This is an optimization exercise on Yosys and OpenROAD, whose aim is small area, a short achievable clock period and few clock cycles per item, not a production implementation.
Function was checked by simulation only, so behaviour that the tests miss may differ from the original.
Power figures rest on the tool's default switching activity, not on a simulated workload.

$ cat flow/design.v
package md5_pkg;
    localparam logic [31:0] IV_A = 32'h67452301;
    localparam logic [31:0] IV_B = 32'hefcdab89;
    localparam logic [31:0] IV_C = 32'h98badcfe;
    localparam logic [31:0] IV_D = 32'h10325476;
    localparam logic [31:0] C0F  = 32'hd76aa477;
    localparam logic [31:0] K_1  = 32'he8c7b756;
    localparam logic [31:0] K1_LAST = 32'hefadab89;
    function automatic logic [3:0] ring_slot(input logic [3:0] w);
        case (w)
            4'd0: ring_slot = 4'd9;
            4'd1: ring_slot = 4'd2;
            4'd2: ring_slot = 4'd0;
            4'd3: ring_slot = 4'd3;
            4'd4: ring_slot = 4'd5;
            4'd5: ring_slot = 4'd6;
            4'd6: ring_slot = 4'd12;
            4'd7: ring_slot = 4'd7;
            4'd8: ring_slot = 4'd1;
            4'd9: ring_slot = 4'd10;
            4'd10: ring_slot = 4'd8;
            4'd11: ring_slot = 4'd11;
            4'd12: ring_slot = 4'd13;
            4'd13: ring_slot = 4'd14;
            4'd14: ring_slot = 4'd4;
            4'd15: ring_slot = 4'd15;
            default: ring_slot = 4'd0;
        endcase
    endfunction
    function automatic logic [3:0] tap_slot(input logic [2:0] j);
        case (j)
            3'd0: tap_slot = 4'd1;
            3'd1: tap_slot = 4'd2;
            3'd2: tap_slot = 4'd3;
            3'd3: tap_slot = 4'd4;
            3'd4: tap_slot = 4'd7;
            3'd5: tap_slot = 4'd10;
            3'd6: tap_slot = 4'd12;
            3'd7: tap_slot = 4'd15;
            default: tap_slot = 4'd0;
        endcase
    endfunction
    function automatic logic [7:0] tap_sel(input logic [5:0] n);
        case (n)
            6'd0: tap_sel = 8'b00000010;
            6'd1: tap_sel = 8'b10000000;
            6'd2: tap_sel = 8'b00000001;
            6'd3: tap_sel = 8'b00000010;
            6'd4: tap_sel = 8'b00000010;
            6'd5: tap_sel = 8'b00010000;
            6'd6: tap_sel = 8'b00000001;
            6'd7: tap_sel = 8'b00100000;
            6'd8: tap_sel = 8'b00000010;
            6'd9: tap_sel = 8'b10000000;
            6'd10: tap_sel = 8'b00000001;
            6'd11: tap_sel = 8'b00000010;
            6'd12: tap_sel = 8'b00000010;
            6'd13: tap_sel = 8'b00010000;
            6'd14: tap_sel = 8'b00000001;
            6'd15: tap_sel = 8'b00000100;
            6'd16: tap_sel = 8'b01000000;
            6'd17: tap_sel = 8'b00100000;
            6'd18: tap_sel = 8'b00010000;
            6'd19: tap_sel = 8'b00000100;
            6'd20: tap_sel = 8'b00001000;
            6'd21: tap_sel = 8'b00100000;
            6'd22: tap_sel = 8'b10000000;
            6'd23: tap_sel = 8'b00000100;
            6'd24: tap_sel = 8'b01000000;
            6'd25: tap_sel = 8'b00100000;
            6'd26: tap_sel = 8'b00010000;
            6'd27: tap_sel = 8'b00000100;
            6'd28: tap_sel = 8'b00001000;
            6'd29: tap_sel = 8'b00100000;
            6'd30: tap_sel = 8'b10000000;
            6'd31: tap_sel = 8'b00010000;
            6'd32: tap_sel = 8'b00000001;
            6'd33: tap_sel = 8'b00100000;
            6'd34: tap_sel = 8'b00000010;
            6'd35: tap_sel = 8'b10000000;
            6'd36: tap_sel = 8'b00000001;
            6'd37: tap_sel = 8'b00000010;
            6'd38: tap_sel = 8'b00000010;
            6'd39: tap_sel = 8'b00010000;
            6'd40: tap_sel = 8'b00000001;
            6'd41: tap_sel = 8'b00100000;
            6'd42: tap_sel = 8'b00000010;
            6'd43: tap_sel = 8'b10000000;
            6'd44: tap_sel = 8'b00000001;
            6'd45: tap_sel = 8'b00000010;
            6'd46: tap_sel = 8'b00000010;
            6'd47: tap_sel = 8'b00100000;
            6'd48: tap_sel = 8'b00010000;
            6'd49: tap_sel = 8'b00000100;
            6'd50: tap_sel = 8'b00001000;
            6'd51: tap_sel = 8'b00100000;
            6'd52: tap_sel = 8'b10000000;
            6'd53: tap_sel = 8'b00000100;
            6'd54: tap_sel = 8'b01000000;
            6'd55: tap_sel = 8'b00100000;
            6'd56: tap_sel = 8'b00010000;
            6'd57: tap_sel = 8'b00000100;
            6'd58: tap_sel = 8'b00001000;
            6'd59: tap_sel = 8'b00100000;
            6'd60: tap_sel = 8'b10000000;
            6'd61: tap_sel = 8'b00000100;
            6'd62: tap_sel = 8'b01000000;
            default: tap_sel = 8'b0;
        endcase
    endfunction
    function automatic logic [31:0] k_next(input logic [7:0] h, input logic [7:0] l);
        k_next[0] = (h[0] & (l[1] | l[3] | l[5] | l[6])) | (h[1] & (l[0] | l[1] | l[4] | l[6])) | (h[2] & (l[1] | l[3] | l[4] | l[5])) | (h[3] & (l[1] | l[2] | l[3] | l[5])) | (h[4] & (l[0] | l[4])) | (h[5] & (l[1] | l[2] | l[3] | l[4] | l[6])) | (h[6] & (l[0] | l[1] | l[2] | l[3] | l[5] | l[6] | l[7])) | (h[7] & (l[2] | l[4] | l[5] | l[6] | l[7]));
        k_next[1] = (h[0] & (l[0] | l[1] | l[2] | l[3] | l[4] | l[5])) | (h[1] & (l[0] | l[2] | l[3] | l[4] | l[5] | l[7])) | (h[2] & (l[2] | l[4] | l[7])) | (h[3] & (l[0] | l[1] | l[6] | l[7])) | (h[4] & (l[1] | l[7])) | (h[5] & (l[0])) | (h[6] & (l[0] | l[1] | l[3] | l[4] | l[7])) | (h[7] & (l[3] | l[5]));
        k_next[2] = (h[0] & (l[0] | l[2] | l[3])) | (h[1] & (l[0] | l[2] | l[5])) | (h[2] & (l[3] | l[7])) | (h[3] & (l[0] | l[1] | l[2] | l[3])) | (h[4] & (l[2] | l[3] | l[7])) | (h[5] & (l[1] | l[2] | l[4] | l[6] | l[7])) | (h[6] & (l[0] | l[1] | l[5] | l[7])) | (h[7] & (l[1] | l[4]));
        k_next[3] = (h[0] & (l[1] | l[2] | l[3] | l[4] | l[7])) | (h[1] & (l[0] | l[2] | l[5])) | (h[2] & (l[2] | l[3] | l[6])) | (h[3] & (l[2] | l[4] | l[5] | l[6])) | (h[4] & (l[2] | l[4])) | (h[5] & (l[0] | l[3] | l[5])) | (h[6] & (l[2] | l[5] | l[7])) | (h[7] & (l[5]));
        k_next[4] = (h[0] & (l[0] | l[1] | l[5] | l[7])) | (h[1] & (l[1] | l[2] | l[4])) | (h[2] & (l[1] | l[3] | l[4])) | (h[3] & (l[0] | l[4] | l[5])) | (h[4] & (l[6])) | (h[5] & (l[0] | l[3] | l[5])) | (h[6] & (l[0] | l[2] | l[4] | l[5] | l[6])) | (h[7] & (l[1] | l[4] | l[5] | l[6]));
        k_next[5] = (h[0] & (l[2] | l[3] | l[4])) | (h[1] & (l[0] | l[1] | l[2] | l[3] | l[6] | l[7])) | (h[2] & (l[2] | l[7])) | (h[3] & (l[2] | l[4])) | (h[4] & (l[1] | l[4] | l[5] | l[6])) | (h[5] & (l[0] | l[3] | l[4] | l[5] | l[6])) | (h[6] & (l[1] | l[2] | l[5])) | (h[7] & (l[0] | l[2] | l[4] | l[5]));
        k_next[6] = (h[0] & (l[0] | l[1] | l[2] | l[7])) | (h[1] & (l[7])) | (h[2] & (l[0] | l[1] | l[3] | l[4] | l[6] | l[7])) | (h[3] & (l[0] | l[2] | l[4] | l[5] | l[7])) | (h[4] & (l[3] | l[5] | l[6] | l[7])) | (h[5] & (l[0] | l[4] | l[5] | l[6] | l[7])) | (h[6] & (l[3] | l[5] | l[6] | l[7])) | (h[7] & (l[0]));
        k_next[7] = (h[0] & (l[1] | l[2] | l[3] | l[7])) | (h[1] & (l[0] | l[1] | l[2] | l[4] | l[5])) | (h[2] & (l[2] | l[5] | l[6] | l[7])) | (h[3] & (l[0] | l[1] | l[2] | l[4] | l[5] | l[6])) | (h[4] & (l[0] | l[4] | l[7])) | (h[5] & (l[0] | l[1] | l[4] | l[5])) | (h[6] & (l[0] | l[1] | l[3] | l[4] | l[6])) | (h[7] & (l[0] | l[2] | l[3] | l[5] | l[6]));
        k_next[8] = (h[0] & (l[0] | l[3] | l[6])) | (h[1] & (l[0] | l[1] | l[2] | l[3] | l[4] | l[5] | l[7])) | (h[2] & (l[0] | l[2] | l[6] | l[7])) | (h[3] & (l[0] | l[1] | l[3] | l[4] | l[7])) | (h[4] & (l[1] | l[4] | l[5])) | (h[5] & (l[0] | l[2] | l[4])) | (h[6] & (l[0] | l[1] | l[3] | l[6])) | (h[7] & (l[1] | l[2] | l[6] | l[7]));
        k_next[9] = (h[0] & (l[0] | l[2] | l[3] | l[4] | l[5])) | (h[1] & (l[0] | l[1] | l[2] | l[5])) | (h[2] & (l[0] | l[1] | l[2] | l[5] | l[6])) | (h[3] & (l[0] | l[4] | l[5])) | (h[4] & (l[0] | l[3] | l[4] | l[5] | l[7])) | (h[5] & (l[0] | l[6] | l[7])) | (h[6] & (l[0] | l[1] | l[7])) | (h[7] & (l[0] | l[1] | l[3] | l[4] | l[5] | l[6] | l[7]));
        k_next[10] = (h[0] & (l[0] | l[2] | l[3] | l[4] | l[5] | l[6])) | (h[1] & (l[0] | l[2] | l[7])) | (h[2] & (l[2] | l[4] | l[5] | l[7])) | (h[3] & (l[0] | l[1] | l[2] | l[6])) | (h[4] & (l[0] | l[4] | l[6] | l[7])) | (h[5] & (l[0] | l[2] | l[5] | l[6])) | (h[6] & (l[0] | l[4] | l[5] | l[6] | l[7])) | (h[7] & (l[0] | l[3]));
        k_next[11] = (h[0] & (l[2] | l[3] | l[7])) | (h[1] & (l[1] | l[6])) | (h[2] & (l[1] | l[6] | l[7])) | (h[3] & (l[1] | l[3] | l[6] | l[7])) | (h[4] & (l[2] | l[3] | l[4] | l[5] | l[6] | l[7])) | (h[5] & (l[2] | l[4] | l[5])) | (h[6] & (l[0] | l[3] | l[4] | l[6] | l[7])) | (h[7] & (l[3]));
        k_next[12] = (h[0] & (l[0] | l[1] | l[6] | l[7])) | (h[1] & (l[0] | l[1] | l[2] | l[3] | l[4])) | (h[2] & (l[0] | l[1] | l[3] | l[4] | l[6])) | (h[3] & (l[2] | l[7])) | (h[4] & (l[0] | l[2] | l[6] | l[7])) | (h[5] & (l[1] | l[2] | l[3] | l[4] | l[5] | l[6])) | (h[6] & (l[0] | l[3] | l[5] | l[6] | l[7])) | (h[7] & (l[2] | l[3] | l[4] | l[5] | l[6]));
        k_next[13] = (h[0] & (l[0] | l[1])) | (h[1] & (l[0] | l[4] | l[7])) | (h[2] & (l[0] | l[5] | l[6])) | (h[3] & (l[3] | l[4] | l[7])) | (h[4] & (l[0] | l[1] | l[2] | l[3] | l[6] | l[7])) | (h[5] & (l[0] | l[1] | l[5] | l[7])) | (h[6] & (l[0] | l[1] | l[2] | l[5] | l[7])) | (h[7] & (l[0] | l[3] | l[4] | l[7]));
        k_next[14] = (h[0] & (l[1] | l[2] | l[4] | l[5])) | (h[1] & (l[0] | l[1] | l[2] | l[4] | l[5])) | (h[2] & (l[1] | l[2] | l[5] | l[6] | l[7])) | (h[3] & (l[3] | l[6])) | (h[4] & (l[0] | l[1] | l[3] | l[4] | l[5] | l[7])) | (h[5] & (l[3] | l[5] | l[6])) | (h[6] & (l[0] | l[3] | l[4] | l[5] | l[6] | l[7])) | (h[7] & (l[0] | l[1] | l[3] | l[4] | l[5] | l[6]));
        k_next[15] = (h[0] & (l[0] | l[2] | l[4] | l[6] | l[7])) | (h[1] & (l[0] | l[2])) | (h[2] & (l[0] | l[2] | l[5] | l[6] | l[7])) | (h[3] & (l[3] | l[4])) | (h[4] & (l[0] | l[3] | l[4] | l[6])) | (h[5] & (l[3] | l[4])) | (h[6] & (l[0] | l[2] | l[4] | l[5])) | (h[7] & (l[0] | l[4] | l[5] | l[6]));
        k_next[16] = (h[0] & (l[0] | l[2] | l[4])) | (h[1] & (l[1] | l[5])) | (h[2] & (l[3] | l[5] | l[6] | l[7])) | (h[3] & (l[0] | l[1] | l[3] | l[4] | l[5])) | (h[4] & (l[0] | l[1] | l[2] | l[5] | l[6] | l[7])) | (h[5] & (l[0] | l[1] | l[4] | l[7])) | (h[6] & (l[2] | l[3] | l[5])) | (h[7] & (l[1] | l[3] | l[5] | l[7]));
        k_next[17] = (h[0] & (l[0] | l[4] | l[6])) | (h[1] & (l[1] | l[7])) | (h[2] & (l[1] | l[2] | l[3] | l[6])) | (h[3] & (l[0] | l[2] | l[3] | l[4] | l[5] | l[6] | l[7])) | (h[4] & (l[3] | l[4] | l[5] | l[6] | l[7])) | (h[5] & (l[1] | l[4] | l[5])) | (h[6] & (l[0] | l[2] | l[3] | l[5])) | (h[7] & (l[3] | l[4] | l[5] | l[6]));
        k_next[18] = (h[0] & (l[0] | l[2] | l[3] | l[4] | l[6])) | (h[1] & (l[0] | l[1] | l[2] | l[6] | l[7])) | (h[2] & (l[1] | l[2] | l[3] | l[4])) | (h[3] & (l[0] | l[1] | l[4] | l[5])) | (h[4] & (l[1] | l[2] | l[3] | l[4] | l[6])) | (h[5] & (l[1] | l[3] | l[6])) | (h[6] & (l[1] | l[4] | l[5] | l[6])) | (h[7] & (l[0] | l[5] | l[6] | l[7]));
        k_next[19] = (h[0] & (l[2] | l[3])) | (h[1] & (l[1] | l[2] | l[4] | l[5] | l[7])) | (h[2] & (l[1] | l[3])) | (h[3] & (l[2] | l[4] | l[5] | l[6] | l[7])) | (h[4] & (l[1] | l[3] | l[4] | l[5] | l[6] | l[7])) | (h[5] & (l[1] | l[2] | l[4] | l[6] | l[7])) | (h[6] & (l[0] | l[3] | l[4] | l[5] | l[7])) | (h[7] & (l[0] | l[2] | l[4]));
        k_next[20] = (h[0] & (l[2] | l[3] | l[5])) | (h[1] & (l[1] | l[2] | l[3] | l[4] | l[5] | l[6] | l[7])) | (h[2] & (l[1] | l[2] | l[6])) | (h[3] & (l[0] | l[1] | l[2] | l[7])) | (h[4] & (l[0] | l[1] | l[3] | l[4] | l[5] | l[6] | l[7])) | (h[5] & (l[3] | l[4])) | (h[6] & (l[1] | l[2] | l[3])) | (h[7] & (l[3] | l[4] | l[5]));
        k_next[21] = (h[0] & (l[1] | l[2] | l[3] | l[5])) | (h[1] & (l[1] | l[5] | l[6])) | (h[2] & (l[2] | l[3] | l[5] | l[7])) | (h[3] & (l[0] | l[3] | l[4] | l[5] | l[6] | l[7])) | (h[4] & (l[0] | l[2] | l[3] | l[5] | l[6])) | (h[5] & (l[0] | l[1] | l[5] | l[6] | l[7])) | (h[6] & (l[0] | l[5] | l[7])) | (h[7] & (l[0] | l[4]));
        k_next[22] = (h[0] & (l[0] | l[3] | l[6])) | (h[1] & (l[0] | l[1] | l[2] | l[5])) | (h[2] & (l[0] | l[1] | l[4] | l[6] | l[7])) | (h[3] & (l[1] | l[2] | l[3] | l[4] | l[5] | l[7])) | (h[4] & (l[0] | l[2] | l[4])) | (h[5] & (l[1] | l[3] | l[4])) | (h[6] & (l[3] | l[5])) | (h[7] & (l[3] | l[5] | l[7]));
        k_next[23] = (h[0] & (l[0] | l[2] | l[4] | l[7])) | (h[1] & (l[1] | l[3] | l[4] | l[6])) | (h[2] & (l[2] | l[5] | l[6] | l[7])) | (h[3] & (l[1] | l[3] | l[4] | l[7])) | (h[4] & (l[1] | l[2] | l[3] | l[4] | l[5] | l[6] | l[7])) | (h[5] & (l[0] | l[1] | l[2] | l[3] | l[4] | l[5] | l[6])) | (h[6] & (l[1] | l[2] | l[5] | l[6] | l[7])) | (h[7] & (l[5] | l[6]));
        k_next[24] = (h[0] & (l[2] | l[3] | l[4] | l[6] | l[7])) | (h[1] & (l[0] | l[1] | l[2] | l[3] | l[4] | l[6])) | (h[2] & (l[2] | l[6] | l[7])) | (h[3] & (l[0] | l[2] | l[3] | l[5] | l[6] | l[7])) | (h[4] & (l[0] | l[1] | l[2] | l[4])) | (h[5] & (l[3] | l[5])) | (h[6] & (l[0] | l[1] | l[3] | l[4] | l[5] | l[6] | l[7])) | (h[7] & (l[1] | l[3] | l[4] | l[6] | l[7]));
        k_next[25] = (h[0] & (l[4])) | (h[1] & (l[0] | l[1] | l[3] | l[5] | l[7])) | (h[2] & (l[1] | l[3] | l[4] | l[6])) | (h[3] & (l[0] | l[5] | l[7])) | (h[4] & (l[0] | l[4] | l[5] | l[6])) | (h[5] & (l[0] | l[4] | l[5])) | (h[6] & (l[0] | l[1] | l[4] | l[5] | l[7])) | (h[7] & (l[0] | l[1] | l[2] | l[3] | l[5] | l[6] | l[7]));
        k_next[26] = (h[0] & (l[1] | l[3] | l[4] | l[6])) | (h[1] & (l[1] | l[4] | l[5] | l[7])) | (h[2] & (l[1] | l[3] | l[6])) | (h[3] & (l[1] | l[2] | l[4] | l[5] | l[6] | l[7])) | (h[4] & (l[0] | l[1] | l[2] | l[3] | l[5] | l[6])) | (h[5] & (l[1] | l[2] | l[4] | l[5] | l[6] | l[7])) | (h[6] & (l[2] | l[3] | l[4] | l[5] | l[6] | l[7])) | (h[7] & (l[0] | l[2] | l[3] | l[4] | l[7]));
        k_next[27] = (h[0] & (l[0] | l[5] | l[6] | l[7])) | (h[1] & (l[0] | l[1] | l[2] | l[3] | l[4] | l[6])) | (h[2] & (l[2] | l[5])) | (h[3] & (l[3] | l[4] | l[6] | l[7])) | (h[4] & (l[1] | l[2] | l[4] | l[6] | l[7])) | (h[5] & (l[0] | l[3] | l[5])) | (h[6] & (l[1] | l[2] | l[4] | l[5] | l[7])) | (h[7] & (l[0] | l[2] | l[4] | l[5] | l[6]));
        k_next[28] = (h[0] & (l[3] | l[6])) | (h[1] & (l[1] | l[4] | l[7])) | (h[2] & (l[3] | l[5])) | (h[3] & (l[1] | l[4] | l[7])) | (h[4] & (l[2] | l[5] | l[6])) | (h[5] & (l[1] | l[3] | l[5] | l[7])) | (h[6] & (l[2] | l[5])) | (h[7] & (l[0] | l[3] | l[4]));
        k_next[29] = (h[0] & (l[0] | l[1] | l[3] | l[5] | l[6] | l[7])) | (h[1] & (l[1] | l[3] | l[4] | l[5] | l[7])) | (h[2] & (l[1] | l[2] | l[6] | l[7])) | (h[3] & (l[1] | l[3] | l[4] | l[5] | l[7])) | (h[4] & (l[1] | l[2] | l[3] | l[5] | l[6] | l[7])) | (h[5] & (l[0] | l[4] | l[7])) | (h[6] & (l[1] | l[2] | l[3] | l[5] | l[7])) | (h[7] & (l[0] | l[1] | l[3] | l[4] | l[5] | l[6] | l[7]));
        k_next[30] = (h[0] & (l[0] | l[2] | l[3] | l[4] | l[6] | l[7])) | (h[1] & (l[1] | l[3] | l[4] | l[6] | l[7])) | (h[2] & (l[0] | l[2] | l[3] | l[5] | l[6])) | (h[3] & (l[0] | l[1] | l[2] | l[4] | l[5] | l[7])) | (h[4] & (l[1] | l[2] | l[4] | l[5])) | (h[5] & (l[0] | l[1] | l[3] | l[4] | l[6] | l[7])) | (h[6] & (l[0] | l[2] | l[3] | l[5] | l[7])) | (h[7] & (l[0] | l[2] | l[3] | l[6] | l[7]));
        k_next[31] = (h[0] & (l[0] | l[2] | l[3] | l[5] | l[6])) | (h[1] & (l[0] | l[1] | l[2] | l[4] | l[5] | l[7])) | (h[2] & (l[0] | l[2] | l[3] | l[5] | l[6])) | (h[3] & (l[0] | l[1] | l[3] | l[4] | l[6] | l[7])) | (h[4] & (l[0] | l[2] | l[3] | l[5] | l[6])) | (h[5] & (l[0] | l[1] | l[3] | l[4] | l[6] | l[7])) | (h[6] & (l[1] | l[2] | l[4] | l[5] | l[6])) | (h[7] & (l[0] | l[1] | l[3] | l[4] | l[6]));
    endfunction
    function automatic logic [4:0] shift_of(input logic [3:0] i);
        case (i)
            4'd0: shift_of = 5'd7;
            4'd1: shift_of = 5'd12;
            4'd2: shift_of = 5'd17;
            4'd3: shift_of = 5'd22;
            4'd4: shift_of = 5'd5;
            4'd5: shift_of = 5'd9;
            4'd6: shift_of = 5'd14;
            4'd7: shift_of = 5'd20;
            4'd8: shift_of = 5'd4;
            4'd9: shift_of = 5'd11;
            4'd10: shift_of = 5'd16;
            4'd11: shift_of = 5'd23;
            4'd12: shift_of = 5'd6;
            4'd13: shift_of = 5'd10;
            4'd14: shift_of = 5'd15;
            4'd15: shift_of = 5'd21;
            default: shift_of = 5'd0;
        endcase
    endfunction
    function automatic logic [7:0] rot_sel(input logic [5:0] n);
        case ({n[5:4], n[1:0]})
            4'd0: rot_sel = {4'b0001, 4'b1000};   
            4'd1: rot_sel = {4'b0010, 4'b1000};   
            4'd2: rot_sel = {4'b0100, 4'b1000};   
            4'd3: rot_sel = {4'b1000, 4'b0100};   
            4'd4: rot_sel = {4'b0001, 4'b0010};   
            4'd5: rot_sel = {4'b0010, 4'b0001};   
            4'd6: rot_sel = {4'b0100, 4'b0001};   
            4'd7: rot_sel = {4'b1000, 4'b0001};   
            4'd8: rot_sel = {4'b0001, 4'b0001};   
            4'd9: rot_sel = {4'b0010, 4'b0100};   
            4'd10: rot_sel = {4'b0100, 4'b0100};   
            4'd11: rot_sel = {4'b1000, 4'b1000};   
            4'd12: rot_sel = {4'b0001, 4'b0100};   
            4'd13: rot_sel = {4'b0010, 4'b0010};   
            4'd14: rot_sel = {4'b0100, 4'b0010};   
            4'd15: rot_sel = {4'b1000, 4'b0010};   
            default: rot_sel = 8'b0;
        endcase
    endfunction
endpackage
`timescale 1ns/1ps
module md5_msg_regs(
    input  logic         clk,
    input  logic         busy_i,
    input  logic [511:0] msg_i,
    input  logic [7:0]   tap_sel_i,   
    output logic [31:0]  word_o
);
    logic [31:0] ring [16];
    always_ff @(posedge clk) begin
        for (int w = 0; w < 16; w++) begin
            if (busy_i) ring[w] <= ring[(w + 1) % 16];
            else        ring[md5_pkg::ring_slot(4'(w))] <= msg_i[w*32 +: 32];
        end
    end
    always_comb begin
        word_o = '0;
        for (int j = 0; j < 8; j++) begin
            word_o = word_o | ({32{tap_sel_i[j]}} & ring[md5_pkg::tap_slot(3'(j))]);
        end
    end
endmodule
`timescale 1ns/1ps
module md5_step_sched(
    input  logic        clk,
    input  logic        reset_n,
    input  logic        start_i,
    output logic        busy_o,
    output logic        last_o,      
    output logic [3:0]  fn_o,        
    output logic [3:0]  qsel_o,      
    output logic [3:0]  rsel_o,      
    output logic [3:0]  qseln_o,     
    output logic [3:0]  rseln_o,
    output logic [15:0] ssel_o,      
    output logic [31:0] k1_o,        
    output logic [7:0]  tap_sel_o,   
    output logic [7:0]  kh_o,        
    output logic [7:0]  kl_o,        
    output logic        done_o
);
    logic       busy, last;
    logic [5:0] cnt, nstep, nnext;
    assign nstep = busy ? cnt + 6'd1 : 6'd0;
    assign nnext = busy ? cnt + 6'd2 : 6'd1;
    always_ff @(posedge clk) begin
        if (!reset_n) begin
            busy   <= 1'b0;
            last   <= 1'b0;
            done_o <= 1'b0;
        end else begin
            done_o <= last;
            last   <= busy && (cnt == 6'd62);
            if (busy) busy <= !last;
            else      busy <= start_i;
        end
    end
    always_ff @(posedge clk) begin
        cnt <= nstep;
        fn_o             <= 4'd1 << nnext[5:4];
        {qsel_o, rsel_o}   <= md5_pkg::rot_sel(nstep);
        {qseln_o, rseln_o} <= ~md5_pkg::rot_sel(nstep);
        ssel_o           <= 16'd1 << {nstep[5:4], nstep[1:0]};
        if (busy && cnt == 6'd62) k1_o <= md5_pkg::K1_LAST;
        else k1_o <= ~32'd0 << md5_pkg::shift_of({nstep[5:4], nstep[1:0]});
        tap_sel_o        <= md5_pkg::tap_sel(nstep);
        kh_o             <= 8'd1 << nnext[5:3];
        kl_o             <= 8'd1 << nnext[2:0];
    end
    assign busy_o = busy;
    assign last_o = last;
endmodule
`timescale 1ns/1ps
module md5_round_datapath(
    input  logic         clk,
    input  logic         busy_i,
    input  logic         last_i,
    input  logic [3:0]   fn_i,
    input  logic [3:0]   qsel_i,      
    input  logic [3:0]   rsel_i,
    input  logic [3:0]   qseln_i,     
    input  logic [3:0]   rseln_i,
    input  logic [15:0]  ssel_i,
    input  logic [31:0]  k1_i,      
    input  logic [7:0]   kh_i,
    input  logic [7:0]   kl_i,
    input  logic [31:0]  msg0_i,    
    input  logic [31:0]  word_i,    
    output logic [127:0] digest_o
);
    logic [31:0] b, c, d, p, x0, x1, nx0, nx1, k;
    logic [31:0] f, rp, rf, k0, k1;
    logic [31:0] e0s, e0c, e1s, e1c, u0, v0, u1, v1, z0, z1, new_b;
    logic [31:0] e0m, e1m, v0m, v1m, h0, g0, t0, h1, g1, t1;
    logic [31:0] pg;    
    logic        cw;    
    function automatic logic [31:0] rotate(input logic [31:0] x,
                                           input logic [3:0] q,
                                           input logic [3:0] r);
        logic [31:0] y;
        y = ({32{q[0]}} & {x[27:0], x[31:28]})
          | ({32{q[1]}} & {x[22:0], x[31:23]})
          | ({32{q[2]}} & {x[17:0], x[31:18]})
          | ({32{q[3]}} & {x[11:0], x[31:12]});
        rotate = ({32{r[0]}} & y)
               | ({32{r[1]}} & {y[30:0], y[31]})
               | ({32{r[2]}} & {y[29:0], y[31:30]})
               | ({32{r[3]}} & {y[28:0], y[31:29]});
    endfunction
    function automatic logic [63:0] prefix(input logic [31:0] g, input logic [31:0] t);
        logic [31:0] gg, tt, gn, tn;
        gg = g;
        tt = t;
        for (int sp = 1; sp < 32; sp = sp * 2) begin
            gn = gg;
            tn = tt;
            for (int i = sp; i < 32; i++) begin
                gn[i] = gg[i] | (tt[i] & gg[i - sp]);
                tn[i] = tt[i] & tt[i - sp];
            end
            gg = gn;
            tt = tn;
        end
        prefix = {tt, gg};
    endfunction
    function automatic logic [31:0] add_ci(input logic [31:0] x, input logic [31:0] y,
                                           input logic ci);
        logic [31:0] h, gg, tt, s;
        h = x ^ y;
        {tt, gg} = prefix(x & y, h);
        s[0] = h[0] ^ ci;
        for (int i = 1; i < 32; i++) s[i] = h[i] ^ (gg[i-1] | (tt[i-1] & ci));
        add_ci = s;
    endfunction
    assign f = (b & x1) | (~b & x0);
    assign nx1 = ({32{fn_i[0]}} & b)
               | ({32{fn_i[1]}} & (b | c))
               | ({32{fn_i[2]}} & ~(b ^ c))
               | ({32{fn_i[3]}} & ~b);
    assign nx0 = ({32{fn_i[0]}} & c)
               | ({32{fn_i[1]}} & (b & ~c))
               | ({32{fn_i[2]}} & (b ^ c))
               | ({32{fn_i[3]}} & ~(b ^ c));
    md5_carries u_car (.x_i(p), .y_i(f), .c_o(pg));
    always_comb begin
        cw = 1'b0;
        for (int i = 0; i < 16; i++) begin
            cw = cw | (ssel_i[i] & pg[31 - md5_pkg::shift_of(4'(i))]);
        end
    end
    assign k0 = {32{last_i}} & md5_pkg::IV_B;
    assign k1 = k1_i;
    assign rp = rotate(p, ~qseln_i, ~rseln_i);
    assign rf = rotate(f, qsel_i, rsel_i);
    assign e0s = b ^ rp ^ k0;
    assign e0m = (b & rp) | (b & k0) | (rp & k0);
    assign e0c = {e0m[30:0], 1'b0};
    assign e1s = b ^ rp ^ k1;
    assign e1m = (b & rp) | (b & k1) | (rp & k1);
    assign e1c = {e1m[30:0], 1'b0};
    assign u0  = e0s ^ e0c ^ rf;
    assign v0m = (e0s & e0c) | (e0s & rf) | (e0c & rf);
    assign v0  = {v0m[30:0], 1'b0};
    assign u1  = e1s ^ e1c ^ rf;
    assign v1m = (e1s & e1c) | (e1s & rf) | (e1c & rf);
    assign v1  = {v1m[30:0], 1'b0};
    md5_prefix u_pre0 (.x_i(u0), .y_i(v0), .h_o(h0), .g_o(g0), .t_o(t0));
    md5_prefix u_pre1 (.x_i(u1), .y_i(v1), .h_o(h1), .g_o(g1), .t_o(t1));
    assign z0 = h0 ^ {g0[30:0] | (t0[30:0] & {31{cw}}), cw};
    assign z1 = h1 ^ {g1[30:0] | (t1[30:0] & {31{cw}}), cw};
    assign new_b = pg[31] ? z1 : z0;
    always_ff @(posedge clk) begin
        if (!busy_i) begin
            b <= md5_pkg::IV_B;
            c <= md5_pkg::IV_C;
            d <= md5_pkg::IV_D;
            p <= msg0_i;
            k <= md5_pkg::K_1;
            x0 <= md5_pkg::C0F;
            x1 <= md5_pkg::C0F;
        end else begin
            x0 <= nx0;
            x1 <= nx1;
            b <= new_b;
            c <= last_i ? b + md5_pkg::IV_C : b;
            d <= last_i ? c + md5_pkg::IV_D : c;
            p <= d + word_i + k;
            k <= md5_pkg::k_next(kh_i, kl_i);
        end
    end
    assign digest_o = {d, c, b, p};
endmodule
module md5_prefix(
    input  logic [31:0] x_i,
    input  logic [31:0] y_i,
    output logic [31:0] h_o,
    output logic [31:0] g_o,
    output logic [31:0] t_o
);
    logic [31:0] gg, tt, gn, tn;
    always_comb begin
        h_o = x_i ^ y_i;
        gg  = x_i & y_i;
        tt  = h_o;
        for (int sp = 1; sp < 32; sp = sp * 2) begin
            gn = gg;
            tn = tt;
            for (int i = sp; i < 32; i++) begin
                gn[i] = gg[i] | (tt[i] & gg[i - sp]);
                tn[i] = tt[i] & tt[i - sp];
            end
            gg = gn;
            tt = tn;
        end
        g_o = gg;
        t_o = tt;
    end
endmodule
module md5_carries(
    input  logic [31:0] x_i,
    input  logic [31:0] y_i,
    output logic [31:0] c_o
);
    logic [31:0] gg, tt, gn, tn;
    always_comb begin
        gg = x_i & y_i;
        tt = x_i ^ y_i;
        for (int sp = 1; sp < 32; sp = sp * 2) begin
            gn = gg;
            tn = tt;
            for (int i = sp; i < 32; i++) begin
                gn[i] = gg[i] | (tt[i] & gg[i - sp]);
                tn[i] = tt[i] & tt[i - sp];
            end
            gg = gn;
            tt = tn;
        end
        c_o = gg;
    end
endmodule
`timescale 1ns/1ps
module md5_core(
    input  logic         clk,
    input  logic         reset_n,
    input  logic         start_i,
    input  logic [511:0] msg_i,
    output logic [127:0] digest_o,
    output logic         done_o
);
    logic        busy, last;
    logic [3:0]  qsel, qseln, rseln;
    logic [3:0]  fn;
    logic [3:0]  rsel;
    logic [15:0] ssel;
    logic [7:0]  tap_sel, kh, kl;
    logic [31:0] word, k1;
    md5_step_sched u_sched (
        .clk       (clk),
        .reset_n   (reset_n),
        .start_i   (start_i),
        .busy_o    (busy),
        .last_o    (last),
        .fn_o      (fn),
        .qsel_o    (qsel),
        .rsel_o    (rsel),
        .qseln_o   (qseln),
        .rseln_o   (rseln),
        .ssel_o    (ssel),
        .k1_o      (k1),
        .tap_sel_o (tap_sel),
        .kh_o      (kh),
        .kl_o      (kl),
        .done_o    (done_o)
    );
    md5_msg_regs u_msg (
        .clk       (clk),
        .busy_i    (busy),
        .msg_i     (msg_i),
        .tap_sel_i (tap_sel),
        .word_o    (word)
    );
    md5_round_datapath u_dp (
        .clk      (clk),
        .busy_i   (busy),
        .last_i   (last),
        .fn_i     (fn),
        .qsel_i   (qsel),
        .rsel_i   (rsel),
        .qseln_i  (qseln),
        .rseln_i  (rseln),
        .ssel_i   (ssel),
        .k1_i     (k1),
        .kh_i     (kh),
        .kl_i     (kl),
        .msg0_i   (msg_i[31:0]),
        .word_i   (word),
        .digest_o (digest_o)
    );
endmodule
$ cat flow/flow/run.sh
#!/bin/bash
# Standard ORFS layout, with plain buf_1 cells as port buffers, a tighter
# setup-repair target and a clock tree with larger sink clusters and no
# dummy loads; every tool's output is kept in the ORFS logs and in
# standard.log.
set -euo pipefail
export BUFFER_PORTS_ARGS="-buffer_cell sky130_fd_sc_hd__buf_1"
export SETUP_SLACK_MARGIN=6.3
export CTS_ARGS="-sink_clustering_enable -repair_clock_nets -dont_use_dummy_load -sink_clustering_size 16 -sink_clustering_max_diameter 80 -buf_list {sky130_fd_sc_hd__clkbuf_4 sky130_fd_sc_hd__clkbuf_8}"
bash standard.sh > standard.log 2>&1
$ cat flow/standard.sh
#!/bin/bash
# synth_recipe.tcl (not shown) runs the flow's synth.tcl, then flattens the netlist and writes it again
# the make line also repeats each setting of config.mk as NAME=value (left out here)
make -C /OpenROAD-flow-scripts/flow DESIGN_CONFIG=/design/flow/config.mk WORK_HOME=/design/flow/orfs CLKGATE_MAP_FILE= SYNTH_SCRIPT=/design/flow/synth_recipe.tcl "${@:-finish}"
$ cat flow/config.mk
export PLATFORM = sky130hd
export DESIGN_NAME = md5_core
export DESIGN_NICKNAME = md5_core
export VERILOG_FILES = /design/flow/design.v
export SDC_FILE = /design/flow/constraint.sdc
export NUM_CORES = 4
export LEC_CHECK = 0
export CAP_MARGIN = 20
export CORE_MARGIN = 2
export CORE_UTILIZATION = 40
export SLEW_MARGIN = 20
export SYNTH_HIERARCHICAL = 1
export SYNTH_MINIMUM_KEEP_SIZE = 0
$ cat flow/constraint.sdc
create_clock -name core_clock -period 11.0 [get_ports {clk}]
set_input_delay 2.2000 -clock core_clock [delete_from_list [all_inputs] [get_ports {clk}]]
set_output_delay 2.2000 -clock core_clock [all_outputs]
set_load 0.01 [all_outputs]
==> summary.md, run 1 <==
| Metric | Value |
|---|---|
| CP startpoint kind | register |
| Starting DRT DRC Count | ~4,400 |
| Final Hold Vio Count | 0 |
| Ratio of cells with drive above 1 in the final layout | 0.210 |
| CTS Buffer Depth | 3 |
| Overall Global Routing Usage | 0.313 |
| Hold Path Sink | u_msg.ring[3][20] |
| Max-slew headroom | 0.319 |
| Clock-pin transition on the worst setup and hold timing paths | about 100 ps |
| Hold_sp | u_msg.ring[4][20] |
| VDD IR max | 0.281 mV |
| Multi-input gate area | ~28,000 sq um |
| Critical Path Most Common Cell | inv_1 |
| Post-layout net count | between 6,000 and 7,000 |
| Synth warn | 12 |
| Final wirelength | approximately 190 mm |
| Half-perimeter wire length after placement | approximately 150 mm |
| Synth Cell Area | about 46,000 sq um |
| First-pass detailed-route iteration total | 8 |
| R2r startpoint | u_dp.p[20] |
| Arrival time of the worst setup path | 5300 ps |
| R2r setup slk | between 6000 and 7000 ps |
| Final Setup Violations | 0 |
| Critical path class | register to register |
| Antenna violations before repair | 33 |
| Core area | 115,000 sq um |
| Worst R2R End | u_dp.b[28] |
| WP buf/inv | 4 |
| Total stage count of the critical path | 19 |
| Synthesis-to-layout area growth | 13.9% |
| Unrepaired setup endpoints after global routing | yes |
| Hold crit path type | register to register |
| Vias in the first global route | approximately 38,000 |
| Cell family contributing the most delay on the critical path | compound AO/OA/AOI/OAI gates |
| CP Max Fanout | 6 |
| Die span in y | ~340 um |
| Leak | approximately 21 nW |
| Cells on worst reg2reg path | 19 |
| H-tree depth | 3 |
| Worst hold stages | 1 |
| Reg area | ~17,000 sq um |
| Routed len/inst | roughly 29 um |
| CP Capture Type | register |
| CP max-delay cell | dfxtp_2 |
| Max Cap Viol | 0 |
| Routability Congestion | between 0.9 and 1 |
| CTS tree | built |
| Synth Area per Inst | approximately 9.9 sq um |
| CTS root buf | clkbuf_8 |
| Status | complete, no violations |
| Crit path largest cell delay | roughly 650 ps |
| Largest net degree at the start of global routing | 94 |
| Vias | ~40,000 |
| Final Max Slew Viols | 0 |
| # DRC | 0 |
| Post-route design area | roughly 53,000 sq um |
| Worst path required time | 11,600 ps |
| Crit path time final | around 4700 ps |
| Rows | 124 |
| Overall die width | 344 um |
| Final Skew | approximately 90 ps |
| Cell chain of the critical path | inv_1, o22ai_1, a221oi_4, o221ai_2, inv_1, fa_1, fa_1, inv_1, ha_1, a21oi_1, o21bai_1, a21o_1, a311oi_1, inv_1, a21oi_1, xor2_1, nor2_1, a21oi_1, nor2_1 |
| I/O Buffers | approximately 640 |
| Setup TNS after final layout | 0 ps |
| Worst-Skew Late Latency | roughly 740 ps |
| Fill cells | between 10,000 and 15,000 |
| CTS buffer count | 70 |
| Global-route wire length before repair | roughly 270 mm |
| Grt ovf | 0 |
| Slew of the pin with the lowest slew margin | a little over 1000 ps |
| Num ports | between 600 and 700 |
| Mapped Cells | about 4,700 |
| Post-DRT Antenna Nets | 0 |
| Via/cell ratio | 5.94 |
| PD cells | around 300 nW/um^2 |
| Period utilization | 0.428 |
| Fmax | roughly 210 MHz |
| Area post-placement | 49,600 sq um |
| Starting density of the core | 0.404 |
| Die ar. | ~120,000 sq um |
| Total clock sinks | approximately 840 |
[power by group]
part           internal, W  switching [W]  leakage, nW  total [W]
sequential         0.00342       0.000503         7.00    0.00393
clock             0.000571        0.00105        0.503    0.00162
combinational      0.00419        0.00614         13.4     0.0103
total              0.00819        0.00768         20.9     0.0159
[sequential cells by signal, summed over array words and instances, names as in the netlist, 30 cells and up]
name          count
u_dp.k           32
u_msg.ring      512
u_dp.x1          32
u_dp.b           32
u_dp.d           32
u_sched.k1_o     30
u_dp.c           32
u_dp.x0          32
u_dp.p           32
[worst register-to-register path, delay by kind of cell, from the launching register on]
kind                     cells  cell delay [ps]
buffers and inverters        4              410
adder cells (fa/ha/maj)      3             1410
XOR/XNOR                     1              160
AO/OA/AOI/OAI                9             1860
flip-flops                   1              650
AND/OR/NAND/NOR              2              100
[what timing repair did]
action | CTS | global route
hold buffers | 0 | 0
setup buffers | 15 | 52
resized for setup | 143 | 160
endpoints found under the setup margin | 36 | 41
pin swaps | 8 | 49
gates cloned | 3 | 0
[how the worst max path moves through the flow]
stage	from	endpoint	slack (ps)
floorplan	u_sched.qseln_o[1]	u_dp.b[29]	6520
global placement	u_sched.qseln_o[0]	u_dp.b[29]	5450
detailed placement	u_sched.qseln_o[0]	u_dp.b[30]	5390
CTS	u_dp.b[27]	u_dp.b[30]	6300
global route	u_sched.qseln_o[2]	u_dp.b[31]	6130
finish	u_dp.p[20]	u_dp.b[28]	6300
[layer usage]
metal / global-route usage / part of all wire / wire, um
met5: 0 / 0.00036 / 69
met2: 0.502 / 0.45 / 88300
met3: 0.0627 / 0.085 / 16500
met4: 0.172 / 0.059 / 11500
met1: 0.395 / 0.40 / 77900
[per-stage QoR]
stage,total power (W),std cells,setup WS (ps),hold WS (ps),util
2_1_floorplan,0.0101,4682,6520,433,-
3_3_place_gp,0.0129,6629,5450,435,0.433
3_5_place_dp,0.0129,6629,5390,438,0.433
4_1_cts,0.0149,6717,6300,397,0.449
5_1_grt,0.0169,6787,6130,398,0.460
6_report,0.0159,6796,6300,384,0.460
[cell type report]
type / instances / share of cell area
Timing Repair Buffer: 794 / 0.0700
Inverter: 292 / 0.0210
Clock buffer: 70 / 0.0183
Timing Repair inverter: 2 / 0.000285
Antenna cell: 27 / 0.00128
Multi-Input combinational cell: 3264 / 0.533
Sequential cell: 835 / 0.320
Tap cell: 1512 / 0.0359
[placed cells by master, fill, tap and decap left out, drive strengths merged, types with 14 or more instances in the layout]
cell type / count
a211oi: 19
a21o: 65
a21oi: 254
a221oi: 49
a222oi: 17
a22oi: 292
a31oi: 25
and2: 31
and3: 20
buf: 792
clkbuf: 71
dfxtp: 835
diode: 27
fa: 142
ha: 216
inv: 288
mux2: 568
mux2i: 43
nand2: 312
nand2b: 20
nand3: 84
nand4: 91
nor2: 199
nor3: 46
nor4: 14
o2111ai: 17
o211ai: 43
o21a: 15
o21ai: 185
o221ai: 51
o22a: 30
o22ai: 51
o31ai: 24
or2: 29
or3: 26
xnor2: 99
xor2: 48
Testbench counts, summed over its fixed seeds: cycles 12,488, items 192.
==> inputs of run 2 (changes only) <==
==> flow/flow/run.sh (replaced) <==
#!/bin/bash
# Standard ORFS layout, with plain buf_1 cells as port buffers, a tighter
# setup-repair target and a clock tree with larger sink clusters and no
# dummy loads; every tool's output is kept in the ORFS logs and in
# standard.log.
set -euo pipefail
export BUFFER_PORTS_ARGS="-buffer_cell sky130_fd_sc_hd__buf_1"
export SETUP_SLACK_MARGIN=6.0
export CTS_ARGS="-sink_clustering_enable -repair_clock_nets -dont_use_dummy_load -sink_clustering_size 14 -sink_clustering_max_diameter 70 -buf_list {sky130_fd_sc_hd__clkbuf_4 sky130_fd_sc_hd__clkbuf_8}"
bash standard.sh > standard.log 2>&1
==> run 2 against run 1 <==
  * Still clean
  * Critical path depth fell by 1
  * Register-to-register slack got worse by 250 ps
  * Largest power group unchanged
  * First-iteration DRC count shrank 2.2%
  * Synthesized cell count did not move
  * Cell area down 1.8%
  * Worst setup slack got worse by 250 ps
  * Routed wire length shrank 0.29%
  * Clock-buffer cell count grew 13
==> summary.md, run 2 <==
| Metric | Value |
|---|---|
| Mapped Cells | between 4,000 and 5,000 |
| Clock-pin transition on the worst setup and hold timing paths | 90 ps |
| Vias in the first global route | 38,800 |
| Final wirelength | 194 mm |
| Synthesis-to-layout area growth | 11.8% |
| CTS tree | built |
| Overall Global Routing Usage | 0.314 |
| Leak | a little over 20 nW |
| Largest net degree at the start of global routing | a little under 200 |
| Sw power | between 0.007 and 0.008 W |
| Hold crit path type | register to register |
| CP Max Fanout | 7 |
| Tot Pwr | roughly 0.015 W |
| Global-route wire length before repair | between 200 and 300 mm |
| Die ar. | approximately 120,000 sq um |
| WHS | around 400 ps |
| R2r startpoint | u_dp.p[1] |
| Comb pwr share | 0.630 |
| CTS buffer count | 83 |
| Most common cell after layout, fill and taps aside | dfxtp_1 |
| VDD IR max | between 0.3 and 0.4 mV |
| Via/cell ratio | 5.92 |
| Max reg flops | roughly 510 |
| Vias | between 30,000 and 40,000 |
| Final Max Slew Viols | 0 |
| Synth warn | 12 |
| Total clock sinks | between 800 and 900 |
| Max Cap Viol | 0 |
| Seq pwr share | 0.256 |
| Grt ovf | 0 |
| Final Setup Violations | 0 |
| Worst path required time | about 12,000 ps |
| # DRC | 0 |
| H-tree depth | 3 |
| Critical path class | register to register |
| Post-DRT Antenna Nets | 0 |
| CTS Buffer Depth | 3 |
| Starting DRT DRC Count | 4,342 |
| I/O Buffers | 643 |
| PD cells | 295 nW/um^2 |
| Num ports | 644 |
| Half-perimeter wire length after placement | ~150 mm |
| Ratio of cells with drive above 1 in the final layout | 0.189 |
| CP Capture Type | register |
| Fmax | between 200 and 250 MHz |
| CP startpoint kind | register |
| Post-layout net count | about 6,100 |
| Core area | ~110,000 sq um |
| Internal power | about 0.0078 W |
| Synth Cell Area | roughly 46,000 sq um |
| Final Hold Vio Count | 0 |
| Clock Power Share | 0.114 |
| Final Skew | approximately 150 ps |
| Slew of the pin with the lowest slew margin | roughly 1200 ps |
| Die span in y | roughly 340 um |
| Starting density of the core | 0.404 |
| CTS root buf | clkbuf_8 |
| Period utilization | 0.450 |
| Switching share of power | 0.490 |
| First-pass detailed-route iteration total | 7 |
| Hold_sp | u_msg.ring[6][24] |
| Overall die width | roughly 340 um |
| Status | complete, no violations |
| Rows | roughly 120 |
| CP Launch Point | u_dp.p[1] |
| Worst-Skew Late Latency | 800 ps |
| Unrepaired setup endpoints after global routing | yes |
| Fill cells | 11,200 |
| Routed len/inst | between 20 and 30 um |
| Max-slew headroom | 0.201 |
| Routability Congestion | a little under 1 |
| Crit path time final | around 5000 ps |
| Antenna violations before repair | 24 |
| Most frequent cells in the layout | 786 x dfxtp_1, 643 x buf_1, 564 x mux2_2 |
| Synth Area per Inst | slightly below 10 sq um |
| Setup TNS after final layout | 0 ps |
| Arrival time of the worst setup path | around 5500 ps |
| Post-layout util | 0.452 |
| Most flops, register | u_msg.ring |
-- run 2: final timing paths --
kind,to,cells past startpoint,slack (ps)
worst min register to register,u_msg.ring[5][24],1,400
worst max-delay path,u_dp.b[31],18,6050
worst max register to register,u_dp.b[31],18,6050
worst min-delay path,u_msg.ring[5][24],1,400
-- run 2: area by class of cell --
cell class | instances | area (sq um) | area share
Antenna cell | 18 | 45.0 | 0.000870
Clock buffer | 83 | 1140 | 0.0221
Inverter | 292 | 1100 | 0.0213
Multi-Input combinational cell | 3264 | 27600 | 0.532
Sequential cell | 835 | 16800 | 0.325
Tap cell | 1512 | 1890 | 0.0366
Timing Repair Buffer | 735 | 3190 | 0.0616
Timing Repair inverter | 2 | 15.0 | 0.000290
-- run 2: repair_timing --
item / 4_1_cts / 5_1_grt
gates cloned: 2 / 0
pin swaps: 1 / 8
endpoints found under the setup margin: 30 / 26
resized for setup: 66 / 105
buffers inserted: 7 / 7
hold buffers: 0 / 0
-- run 2: through the flow --
step / setup slack (ps) / instances / cell area, sq um
after floorplan: 6220 / 4682 / 46300
after global placement: 5380 / 6624 / 49600
after detailed placement: 5280 / 6624 / 49600
after CTS: 5960 / 6716 / 51100
after global routing: 5870 / 6737 / 51700
final: 6050 / 6741 / 51700
-- run 2: worst max-delay path, cell delays in order (launching register included) --
cell	delay, ps
dfxtp_1	700
inv_1	140
o22ai_1	260
a221oi_4	80
o221ai_1	330
inv_1	150
fa_1	510
inv_1	60
fa_1	480
ha_2	420
nand4_2	170
nor4_4	370
nand2_1	170
nor2_1	210
inv_2	60
nor4_1	320
a21oi_1	130
xor2_1	150
o211ai_1	90
-- run 2: power groups by stage --
stage,registers [W],clock network (W),logic (W)
floorplan,0.00373,0,0.00640
global placement,0.00390,0,0.00905
detailed placement,0.00390,0,0.00899
CTS,0.00386,0.00177,0.00914
global route,0.00392,0.00187,0.0105
finish,0.00391,0.00174,0.00963
-- run 2: metal layers --
layer / routed length, um / track usage / part of all wire / up-vias
met2: 88700 / 0.507 / 0.46 / 2105
met5: 65 / 0 / 0.00034 / -
li1: - / - / - / 18000
met4: 11500 / 0.177 / 0.060 / 12
met3: 18100 / 0.0730 / 0.093 / 471
met1: 75300 / 0.386 / 0.39 / 19300
==> inputs of run 3 (changes only) <==
--- a/flow/design.v
+++ b/flow/design.v
@@ -219,4 +219,4 @@
     output logic [3:0]  rsel_o,      
-    output logic [3:0]  qseln_o,     
-    output logic [3:0]  rseln_o,
+    output logic [3:0]  qnx_o,       
+    output logic [3:0]  rnx_o,
     output logic [15:0] ssel_o,      
@@ -248,3 +248,3 @@
         {qsel_o, rsel_o}   <= md5_pkg::rot_sel(nstep);
-        {qseln_o, rseln_o} <= ~md5_pkg::rot_sel(nstep);
+        {qnx_o, rnx_o}     <= md5_pkg::rot_sel(nnext);
         ssel_o           <= 16'd1 << {nstep[5:4], nstep[1:0]};
@@ -267,4 +267,4 @@
     input  logic [3:0]   rsel_i,
-    input  logic [3:0]   qseln_i,     
-    input  logic [3:0]   rseln_i,
+    input  logic [3:0]   qnx_i,       
+    input  logic [3:0]   rnx_i,
     input  logic [15:0]  ssel_i,
@@ -277,4 +277,4 @@
 );
-    logic [31:0] b, c, d, p, x0, x1, nx0, nx1, k;
-    logic [31:0] f, rp, rf, k0, k1;
+    logic [31:0] b, c, d, p, rp, x0, x1, nx0, nx1, k, np;
+    logic [31:0] f, rf, k0, k1;
     logic [31:0] e0s, e0c, e1s, e1c, u0, v0, u1, v1, z0, z1, new_b;
@@ -339,3 +339,2 @@
     assign k1 = k1_i;
-    assign rp = rotate(p, ~qseln_i, ~rseln_i);
     assign rf = rotate(f, qsel_i, rsel_i);
@@ -353,2 +352,3 @@
     assign v1  = {v1m[30:0], 1'b0};
+    assign np = d + word_i + k;
     md5_prefix u_pre0 (.x_i(u0), .y_i(v0), .h_o(h0), .g_o(g0), .t_o(t0));
@@ -364,2 +364,3 @@
             p <= msg0_i;
+            rp <= {msg0_i[24:0], msg0_i[31:25]};   
             k <= md5_pkg::K_1;
@@ -373,3 +374,4 @@
             d <= last_i ? c + md5_pkg::IV_D : c;
-            p <= d + word_i + k;
+            p <= np;
+            rp <= rotate(np, qnx_i, rnx_i);
             k <= md5_pkg::k_next(kh_i, kl_i);
@@ -437,3 +439,3 @@
     logic        busy, last;
-    logic [3:0]  qsel, qseln, rseln;
+    logic [3:0]  qsel, qnx, rnx;
     logic [3:0]  fn;
@@ -452,4 +454,4 @@
         .rsel_o    (rsel),
-        .qseln_o   (qseln),
-        .rseln_o   (rseln),
+        .qnx_o     (qnx),
+        .rnx_o     (rnx),
         .ssel_o    (ssel),
@@ -475,4 +477,4 @@
         .rsel_i   (rsel),
-        .qseln_i  (qseln),
-        .rseln_i  (rseln),
+        .qnx_i    (qnx),
+        .rnx_i    (rnx),
         .ssel_i   (ssel),
==> flow/flow/run.sh (replaced) <==
#!/bin/bash
# Standard ORFS layout, with plain buf_1 cells as port buffers, a tighter
# setup-repair target and a clock tree with larger sink clusters and no
# dummy loads; every tool's output is kept in the ORFS logs and in
# standard.log.
set -euo pipefail
export BUFFER_PORTS_ARGS="-buffer_cell sky130_fd_sc_hd__buf_1"
export SETUP_SLACK_MARGIN=7
export CTS_ARGS="-sink_clustering_enable -repair_clock_nets -dont_use_dummy_load -sink_clustering_size 16 -sink_clustering_max_diameter 80 -buf_list {sky130_fd_sc_hd__clkbuf_4 sky130_fd_sc_hd__clkbuf_8}"
bash standard.sh > standard.log 2>&1
==> run 3 against run 2 <==
  * Sequential share of layout area fell by 2.8 points
  * Utilization rose by 4.1 points
  * Largest power group unchanged
  * Via count rose by 11%
  * Synthesized cell count rose by 7.3%
  * Worst hold slack improved by 3.2 ps
  * Non-clock buffer count rose by 207
==> summary.md, run 3 <==
| Metric | Value |
|---|---|
| VDD IR max | roughly 0.29 mV |
| Period utilization | 0.421 |
| Global-route wire length before repair | 304 mm |
| CTS tree | built |
| # hold bufs at CTS | 0 |
| Largest net degree at the start of global routing | ~190 |
| Critical path class | register to register |
| Synth Area per Inst | 9.61 sq um |
| Overall Global Routing Usage | 0.339 |
| CTS root buf | clkbuf_8 |
| Leak | roughly 23 nW |
| Vias | between 40,000 and 50,000 |
| Mapped Cells | 5,021 |
| Total clock sinks | between 800 and 900 |
| H-tree depth | 3 |
| Arrival time of the worst setup path | 5260 ps |
| Routability Congestion | 1.01 |
| Crit path time final | roughly 4600 ps |
| Ratio of cells with drive above 1 in the final layout | 0.281 |
| PD cells | between 300 and 400 nW/um^2 |
| Max-slew headroom | 0.245 |
| Most common cell after layout, fill and taps aside | dfxtp_1 |
| Final setup margin | 6370 ps |
| Synthesis-to-layout area growth | 22.4% |
| Final Max Slew Viols | 0 |
| Final wirelength | about 220 mm |
| CTS buffer count | 71 |
| Status | complete, no violations |
| Final Setup Violations | 0 |
| Antenna violations before repair | between 40 and 50 |
| Worst path required time | 11,630 ps |
| WHS | just over 400 ps |
| Starting density of the core | 0.403 |
| Post-DRT Antenna Nets | 0 |
| Grt ovf | 0 |
| Setup TNS after final layout | 0 ps |
| Slew of the pin with the lowest slew margin | ~1100 ps |
| CP startpoint kind | register |
| Final Skew | ~150 ps |
| Die span in y | 351 um |
| Core area | roughly 120,000 sq um |
| Place WS | a little under 6000 ps |
| Max reg flops | ~510 |
| Half-perimeter wire length after placement | 162 mm |
| # DRC | 0 |
| Most frequent cells in the layout | 821 x dfxtp_1, 642 x buf_1, 541 x mux2_2 |
| Clock-pin transition on the worst setup and hold timing paths | about 100 ps |
| Synth Cell Area | about 48,000 sq um |
| I/O Buffers | 643 |
| Routed len/inst | just under 30 um |
| Post-layout util | 0.493 |
| Fmax | roughly 220 MHz |
| Starting DRT DRC Count | around 5,500 |
| Max Cap Viol | 0 |
| Hold crit path type | register to register |
| CP Max Fanout | 6 |
| Final Hold Vio Count | 0 |
| Post-layout net count | ~6,600 |
| First-pass detailed-route iteration total | 9 |
| Synth warn | 12 |
| Via/cell ratio | 6.02 |
| Unrepaired setup endpoints after global routing | yes |
| CTS Buffer Depth | 3 |
| Die ar. | roughly 120,000 sq um |
| Vias in the first global route | 42,100 |
| Worst-Skew Late Latency | 790 ps |
| Num ports | 644 |
| Rows | approximately 130 |
| Most flops, register | u_msg.ring |
| Overall die width | between 300 and 400 um |
| CP Capture Type | register |
==> run 3: area by class of cell <==
type	instances	area [sq um]
antenna	17	42.5
clock buffer	71	977
fill	11300	60700
inverter	368	1380
multi-input combinational	3470	31900
sequential	868	17500
tap	1612	2020
timing repair buffer	942	5210
==> run 3: report_power, final <==
group          internal [W]  leakage (nW)  total (W)  switching, W
combinational       0.00568          15.7     0.0131       0.00743
sequential          0.00357          7.28    0.00407      0.000506
clock              0.000580         0.511    0.00166       0.00108
total               0.00983          23.5     0.0188       0.00901
==> run 3: per-stage QoR <==
stage                     total power [W]  area, sq um  instances
final                              0.0188        59100       7348
after global routing               0.0198        59000       7338
after detailed placement           0.0128        51600       7026
after global placement             0.0128        51600       7026
after floorplan                    0.0101        48300       5022
after CTS                          0.0173        57700       7286
==> run 3: worst max-delay path, stage by stage, from the launching register on <==
cell      delay, ps
dfxtp_4         420
buf_12          170
a22oi_2         200
nand4_1         210
fa_1            560
ha_2            200
fa_2            200
a21o_1          180
a221oi_4         80
buf_6           130
buf_4           140
nor3_2          380
o211ai_2        180
and4_1          210
o21ai_0         300
o211ai_1        310
buf_4           260
a221oi_1        270
a21oi_1         120
==> run 3: worst paths after layout <==
kind / start / to / slack (ps) / depth (start not counted)
setup / recovery: u_sched.tap_sel_o[6] / u_dp.rp[9] / 6370 / 18
hold / removal: u_msg.ring[8][11] / u_msg.ring[7][11] / 400 / 1
setup reg to reg: u_sched.tap_sel_o[6] / u_dp.rp[9] / 6370 / 18
hold reg to reg: u_msg.ring[8][11] / u_msg.ring[7][11] / 400 / 1
==> run 3: what timing repair did <==
| action | in CTS | in global routing |
|---|---|---|
| setup endpoints to repair | 87 | 71 |
| pin swaps | 340 | 193 |
| resized for setup | 707 | 198 |
| buffers inserted | 181 | 44 |
| gates cloned | 8 | 1 |
==> run 3: metal layers <==
layer | global-route usage | share of wire | up-vias
met1 | 0.461 | 0.42 | 21800
li1 | - | - | 19400
met4 | 0.152 | 0.052 | 18
met5 | 0 | 0.00062 | -
met2 | 0.509 | 0.43 | 2508
met3 | 0.0812 | 0.10 | 452
Testbench counts of run 3, summed over its fixed seeds: cycles 12,488, items 192.

[what the ideal ports hide]
How much do the figures lean on ideal ports? The routed layouts below were timed once more, with nothing changed but the port constraints. Step 1 assumes that a clkbuf_16 drives the clock port and a buf_2 every other input. Step 2, shift: input delay + t, output delay - t, t = (earliest + latest rising clock arrival at the registers) / 2. This alone moves slack from input paths to output paths. Slacks: ideal / step 1 / step 2; pairs: ideal / step 1.
| run | t (ns) | setup WS [ns] | worst register clock-pin slew, ns |
|---|---|---|---|
| run 1 | 0.783 | 6.295 / 6.295 / 6.295 | 0.11 / 0.11 |
| run 2 | 0.802 | 6.047 / 6.047 / 6.047 | 0.10 / 0.10 |
| run 3 | 0.785 | 6.372 / 6.372 / 6.372 | 0.11 / 0.11 |
After both steps every run listed still meets setup and hold.
